From an optimization exercise on the open Yosys and OpenROAD flow, aimed at small area and a short achievable clock period; shortcuts taken in it are not production practice.
At most, simulation tests tie the RTL to the original design; equivalence was not proved.
No activity file was given, so power comes from the tool's default toggle rates.

Setup of run 1:
// array_multiplier
module array_multiplier (
	input  logic                     clk,
	input  logic                     reset,
	input  logic                     in_valid,
	input  mult_sizes_pkg::operand_t x,
	input  mult_sizes_pkg::operand_t y,
	output logic                     product_valid,
	output mult_sizes_pkg::product_t product
);
	logic r866;
	logic r867;
	logic r868;
	logic r869;
	logic r870;
	logic r871;
	logic r872;
	logic r873;
	logic r874;
	logic r875;
	logic r876;
	logic r877;
	logic r878;
	logic r879;
	logic r880;
	logic r881;
	logic r882;
	logic r883;
	logic r884;
	logic r885;
	logic r886;
	logic r887;
	logic r888;
	logic r889;
	logic r890;
	logic r891;
	logic r892;
	logic r893;
	logic r894;
	logic r895;
	logic r896;
	logic r897;
	logic r898;
	logic r899;
	logic r900;
	logic r901;
	logic r902;
	logic r903;
	logic r904;
	logic r905;
	logic r906;
	logic r907;
	logic r908;
	logic r909;
	logic r910;
	logic r911;
	logic r912;
	logic r913;
	logic r914;
	logic r915;
	logic r916;
	logic r917;
	logic r918;
	logic r919;
	logic r920;
	logic r921;
	logic r922;
	logic r923;
	logic r924;
	logic r925;
	logic r926;
	logic r927;
	logic r928;
	logic r929;
	logic r930;
	logic r931;
	logic r932;
	logic r933;
	logic r934;
	logic r935;
	logic r936;
	logic r937;
	logic r938;
	logic r939;
	logic r940;
	logic r941;
	logic r942;
	logic r943;
	logic r944;
	logic r945;
	logic r946;
	logic r947;
	logic r948;
	logic r949;
	logic r950;
	logic r951;
	logic r952;
	logic r953;
	logic r954;
	logic r955;
	logic r956;
	logic r957;
	logic r958;
	logic r959;
	logic r960;
	logic r961;
	logic r962;
	logic r963;
	logic r964;
	logic r965;
	logic r966;
	logic r967;
	logic r968;
	logic r969;
	logic r970;
	logic r971;
	logic r972;
	logic r973;
	logic r974;
	logic r976;
	logic r978;
	logic r980;
	logic r982;
  ...
Size: ~800 cells after synthesis, roughly 130 flip-flops, roughly 68 I/O pins.
Settings: LEC_CHECK=0, CAP_MARGIN=20, CORE_MARGIN=2, CORE_UTILIZATION=40, SETUP_SLACK_MARGIN=2.8, SLEW_MARGIN=20, SYNTH_HIERARCHICAL=1; clock period 6.0 ns.
standard.sh (not shown) runs the stock make flow with config.mk's settings and CLKGATE_MAP_FILE= SYNTH_SCRIPT=/design/flow/synth_recipe.tcl, a recipe that flattens the netlist after the stock synthesis.
==> flow/flow/run.sh <==
#!/bin/bash
# Layout flow: the standard ORFS flow (standard.sh, unchanged synthesis),
# with smaller port buffers and a clock tree built from clkbuf_8 without
# dummy loads. Each tool's output goes to a log file in this folder.
set -euo pipefail
export BUFFER_PORTS_ARGS="-buffer_cell sky130_fd_sc_hd__buf_1"
export CTS_ARGS="-sink_clustering_enable -repair_clock_nets -buf_list sky130_fd_sc_hd__clkbuf_8 -dont_use_dummy_load"
bash standard.sh finish > flow_make.log 2>&1
Run 1: flow completed, timing, DRC and antenna clean
Setup changes, run 1 to run 2
- SETUP_SLACK_MARGIN changed from 2.8 to 2.9
==> results.txt <==
After synthesis and placement, the instance count of run 2 is above that of run 1. [diff] first-iteration DRC count, run 2 relative to run 1: improvement. Final cell area: run 2 above run 1. On global-route met1 utilization, run 2 and run 1 are basically level. Run 2 vs run 1, critical path startpoint: x[10] vs x[0].
> inputs changed (run 2 -> run 3)
- SETUP_SLACK_MARGIN now 2.85, was 2.9
Results
The faster design of the two is run 2; run 3 tops out lower.
Peak supply drop is higher on run 2
Measured against run 3, the non-clock buffer count of run 2 comes out at 1.11 times the reference value.
met3 usage in run 3 is 0.42 points higher than in run 2


Setup of rev 12:
array_multiplier, a different RTL version from the one above (not shown whole).
Size in the first run: ~880 cells after synthesis, about 230 flip-flops, about 68 I/O pins, about 11000 sq um of cells after synthesis.
==> flow/config.mk <==
export PLATFORM = sky130hd
export DESIGN_NAME = array_multiplier
export DESIGN_NICKNAME = array_multiplier
export VERILOG_FILES = /design/flow/design.v
export SDC_FILE = /design/flow/constraint.sdc
export NUM_CORES = 4
export LEC_CHECK = 0
export CAP_MARGIN = 20
export CORE_MARGIN = 2
export CORE_UTILIZATION = 40
export SETUP_SLACK_MARGIN = 3.8
export SLEW_MARGIN = 20
export SYNTH_HIERARCHICAL = 1
==> flow/constraint.sdc <==
create_clock -name core_clock -period 6.0 [get_ports {clk}]
set_input_delay 1.2000 -clock core_clock [delete_from_list [all_inputs] [get_ports {clk}]]
set_output_delay 1.2000 -clock core_clock [all_outputs]
set_load 0.01 [all_outputs]
Scripts as last shown in full above: flow/flow/run.sh
### rev 12 -> rev 13
- changing SETUP_SLACK_MARGIN from 3.8 to 3.7
==> flow/flow/run.sh <==
#!/bin/bash
# Layout flow: the standard ORFS flow (standard.sh, unchanged synthesis),
# with smaller port buffers and a clock tree built from clkbuf_8 without
# dummy loads. Each tool's output goes to a log file in this folder.
set -euo pipefail
export BUFFER_PORTS_ARGS="-buffer_cell sky130_fd_sc_hd__buf_1"
export CTS_ARGS="-sink_clustering_enable -repair_clock_nets -sink_clustering_size 12 -sink_clustering_max_diameter 60 -buf_list sky130_fd_sc_hd__clkbuf_8 -dont_use_dummy_load"
bash standard.sh finish > flow_make.log 2>&1
Findings:
Status | rev 13 and rev 12 | clean. Core utilization delta for rev 13 relative to rev 12: 4.3 points lower. The last element of the critical path comes out r1022 in one run and r957 in the other, namely in rev 13 and rev 12 respectively. When the final numbers for rev 13 and rev 12 were put side by side, the overall fraction of global-route tracks in use turned out to be smaller in rev 13. Clock network power: rev 13 better than rev 12. Count of clock-net buffers in the final layout: rev 13 < rev 12.


Another version of the RTL of array_multiplier (not shown whole).
For scale: about 68 I/O pins, ~11000 sq um of cells after synthesis.
Settings: LEC_CHECK=0, CAP_MARGIN=20, CORE_MARGIN=2, CORE_UTILIZATION=40, SETUP_SLACK_MARGIN=3.7, SLEW_MARGIN=20, SYNTH_HIERARCHICAL=1; clock period 6.0 ns.
==> flow/flow/run.sh <==
#!/bin/bash
# Layout flow: the standard ORFS flow (standard.sh, unchanged synthesis),
# with smaller port buffers and a clock tree built from clkbuf_8 without
# dummy loads. Each tool's output goes to a log file in this folder.
set -euo pipefail
export BUFFER_PORTS_ARGS="-buffer_cell sky130_fd_sc_hd__buf_1"
export CTS_ARGS="-sink_clustering_enable -repair_clock_nets -sink_clustering_size 12 -sink_clustering_max_diameter 60 -buf_list sky130_fd_sc_hd__clkbuf_8 -dont_use_dummy_load"
bash standard.sh finish > flow_make.log 2>&1
The baseline ran to the end with no violations.
Edit:
Settings changed: SETUP_SLACK_MARGIN 3.7 to 3.65.
What happened:
- The new run finished with timing, DRC and antenna clean
- total power drops by 0.91%
- cell area drops by 2.2%
- synthesized area is unchanged
- die area stays the same
- first-iteration DRC count drops by 8.5%
- combinational power barely changes
- sequential share of layout area climbs by 0.81 points
- global-route usage drops by 0.27 points
- setup slack degrades by 0.044 ns
- maximum frequency drops by 1.9%
- cell count drops by 1.7%
Edit:
==> flow/flow/run.sh (replaced) <==
#!/bin/bash
# Layout flow: the standard ORFS flow (standard.sh, unchanged synthesis),
# with smaller port buffers and a clock tree built from clkbuf_8 without
# dummy loads. Each tool's output goes to a log file in this folder.
set -euo pipefail
export BUFFER_PORTS_ARGS="-buffer_cell sky130_fd_sc_hd__buf_1"
export CTS_ARGS="-sink_clustering_enable -repair_clock_nets -buf_list sky130_fd_sc_hd__clkbuf_8 -dont_use_dummy_load"
bash standard.sh finish > flow_make.log 2>&1
Settings changed: SETUP_SLACK_MARGIN 3.65 to 3.7.
Outcome:
- The new run finished with timing, DRC and antenna clean
- worst setup slack improves by 0.019 ns
- sequential power stays flat
- core utilization is higher by 1.4 points
No functional check of the RTL was part of any run of this note.


array_multiplier, a different RTL version from the one above (not shown whole).
Size: about 890 cells after synthesis, roughly 68 I/O pins, ~0.011 sq mm of cells after synthesis.
==> flow/config.mk <==
export PLATFORM = sky130hd
export DESIGN_NAME = array_multiplier
export DESIGN_NICKNAME = array_multiplier
export VERILOG_FILES = /design/flow/design.v
export SDC_FILE = /design/flow/constraint.sdc
export NUM_CORES = 4
export LEC_CHECK = 0
export CAP_MARGIN = 20
export CORE_MARGIN = 2
export CORE_UTILIZATION = 55
export PLACE_DENSITY = 0.7
export SETUP_SLACK_MARGIN = 3.72
export SLEW_MARGIN = 20
export SYNTH_HIERARCHICAL = 1
==> flow/constraint.sdc <==
create_clock -name core_clock -period 6.0 [get_ports {clk}]
set_input_delay 1.2000 -clock core_clock [delete_from_list [all_inputs] [get_ports {clk}]]
set_output_delay 1.2000 -clock core_clock [all_outputs]
set_load 0.01 [all_outputs]
==> flow/flow/run.sh <==
#!/bin/bash
# Layout flow: the standard ORFS flow (standard.sh, unchanged synthesis),
# with smaller port buffers and a clock tree built from clkbuf_8 without
# dummy loads. Each tool's output goes to a log file in this folder.
set -euo pipefail
export BUFFER_PORTS_ARGS="-buffer_cell sky130_fd_sc_hd__buf_1"
export CTS_ARGS="-sink_clustering_enable -repair_clock_nets -sink_clustering_size 12 -sink_clustering_max_diameter 60 -buf_list sky130_fd_sc_hd__clkbuf_8 -dont_use_dummy_load"
bash standard.sh finish > flow_make.log 2>&1
Rerun with:
--- a/flow/config.mk
+++ b/flow/config.mk
@@ -12 +12 @@
-export SETUP_SLACK_MARGIN = 3.72
+export SETUP_SLACK_MARGIN = 3.76
Non-clock buffer count is higher by 48.
Final area is higher by a few percent.
Clock power is higher by a few percent.
Total power is higher by a few percent.
Worst setup slack got worse by 5.2 ps.
Global-route usage is higher by 1.4 points.
Register-to-register slack hardly moves.
Rerun with:
--- a/flow/config.mk
+++ b/flow/config.mk
@@ -10,3 +10,3 @@
-export CORE_UTILIZATION = 55
-export PLACE_DENSITY = 0.7
-export SETUP_SLACK_MARGIN = 3.76
+export CORE_UTILIZATION = 50
+export PLACE_DENSITY = 0.65
+export SETUP_SLACK_MARGIN = 3.72
What happened: Power decreases by 2.4%. Setup slack got worse by 7.6 ps. Synthesized area does not change. Worst hold slack got worse by 7.0 ps. Via count drops by 6.0%. Core utilization drops by 7.8 points. Routed wire length decreases by 10%. Final area shrinks by 4.4%. Clock skew drops by 34 ps. Clock power is lower by 2.8%. Fmax goes down by 0.34%.
Rerun with:
--- a/flow/config.mk
+++ b/flow/config.mk
@@ -10,2 +10,2 @@
-export CORE_UTILIZATION = 50
-export PLACE_DENSITY = 0.65
+export CORE_UTILIZATION = 60
+export PLACE_DENSITY = 0.75
Flip-flop and latch count is unchanged.
Routed wire length grows slightly.
Non-clock buffer count grows by 12.
Clock power barely changes.
Total power grows slightly.
Sequential share of layout area shrinks by 0.23 points.
Hold slack is worse by 4.1 ps.
Cell area grows slightly.
Clock-buffer cell count stays the same.
Sequential power hardly moves.
Rerun with:
--- a/flow/flow/run.sh
+++ b/flow/flow/run.sh
@@ -7 +7 @@
-export CTS_ARGS="-sink_clustering_enable -repair_clock_nets -sink_clustering_size 12 -sink_clustering_max_diameter 60 -buf_list sky130_fd_sc_hd__clkbuf_8 -dont_use_dummy_load"
+export CTS_ARGS="-sink_clustering_enable -repair_clock_nets -sink_clustering_size 15 -sink_clustering_max_diameter 80 -buf_list sky130_fd_sc_hd__clkbuf_8 -dont_use_dummy_load"
--- a/flow/config.mk
+++ b/flow/config.mk
@@ -10,2 +10,2 @@
-export CORE_UTILIZATION = 60
-export PLACE_DENSITY = 0.75
+export CORE_UTILIZATION = 55
+export PLACE_DENSITY = 0.7
Cell area went down by about 0.34%. Die area rises by about 9%. Count of clock-buffer cells in the layout decreases by 4. Via count is lower by about 2%. Power came out lower by 2.3%. Flip-flop and latch count is unchanged. Sequential share of layout area increases by 0.12 points.
Rerun with:
--- a/flow/flow/run.sh
+++ b/flow/flow/run.sh
@@ -7 +7 @@
-export CTS_ARGS="-sink_clustering_enable -repair_clock_nets -sink_clustering_size 15 -sink_clustering_max_diameter 80 -buf_list sky130_fd_sc_hd__clkbuf_8 -dont_use_dummy_load"
+export CTS_ARGS="-sink_clustering_enable -repair_clock_nets -sink_clustering_size 12 -sink_clustering_max_diameter 60 -buf_list sky130_fd_sc_hd__clkbuf_8 -dont_use_dummy_load"
--- a/flow/config.mk
+++ b/flow/config.mk
@@ -12 +12 @@
-export SETUP_SLACK_MARGIN = 3.72
+export SETUP_SLACK_MARGIN = 3.74
Critical path depth fell by 1.
Hold slack improved by 24 ps.
Count of clock-buffer cells in the layout rose by 4.
Clock power rose by about 10%.
Via count rose by 1.6%.
Wire length rose by 6.4%.
Register-to-register slack got worse by 20 ps.
Core utilization rose by 0.80 points.
Worst setup slack got worse by 15 ps.
Non-clock buffer count rose by 8.

separate check: timing with driven ports:
The results above use ideal ports. As a check the final layouts listed here were re-extracted and re-timed, cells and wires unchanged.
Step 1 sets driving cells, clkbuf_16 on the clock port and buf_2 on the other inputs (assumed; they add their load-dependent delay and slew).
Step 2 adds t to the input delays and takes it off the output delays; t is the mean of the earliest and latest rising clock arrival at the registers after step 1. Input paths then give back, and output paths get back, about the clock's delay inside the block.
a / b / c = ideal ports / drivers / drivers and shift; a / b = the first two.
run	t, ns	slack for setup (ns)	worst setup path at the end	slew at the worst register clock pin (ns)	cell pins on the clock port's net
run 1	0.471	2.835 / 2.850 / 2.380	input to register	0.08 / 0.08	1
run 2	0.471	2.875 / 2.891 / 2.420	input to register	0.08 / 0.08	1
run 3	0.467	2.864 / 2.877 / 2.410	input to register	0.08 / 0.08	1
rev 12	0.563	3.752 / 3.752 / 3.410	input to register	0.07 / 0.07	1
rev 13	0.564	3.685 / 3.685 / 3.443	input to register	0.08 / 0.08	1
the first run of note 3	0.566	3.707 / 3.707 / 3.707	register to register	0.08 / 0.08	1
the second run of note 3	0.555	3.662 / 3.662 / 3.662	register to register	0.08 / 0.08	1
the third run of note 3	0.528	3.682 / 3.682 / 3.682	register to register	0.06 / 0.06	1
the first run of note 4	0.556	3.744 / 3.744 / 3.744	register to register	0.08 / 0.08	1
the second run of note 4	0.576	3.739 / 3.739 / 3.739	register to register	0.09 / 0.09	1
the third run of note 4	0.568	3.731 / 3.731 / 3.731	register to register	0.09 / 0.09	1
the fourth run of note 4	0.561	3.696 / 3.696 / 3.696	register to register	0.08 / 0.08	1
the fifth run of note 4	0.544	3.755 / 3.755 / 3.755	register to register	0.10 / 0.10	1
the sixth run of note 4	0.561	3.739 / 3.739 / 3.739	register to register	0.08 / 0.08	1
After both steps every run listed still meets setup and hold.
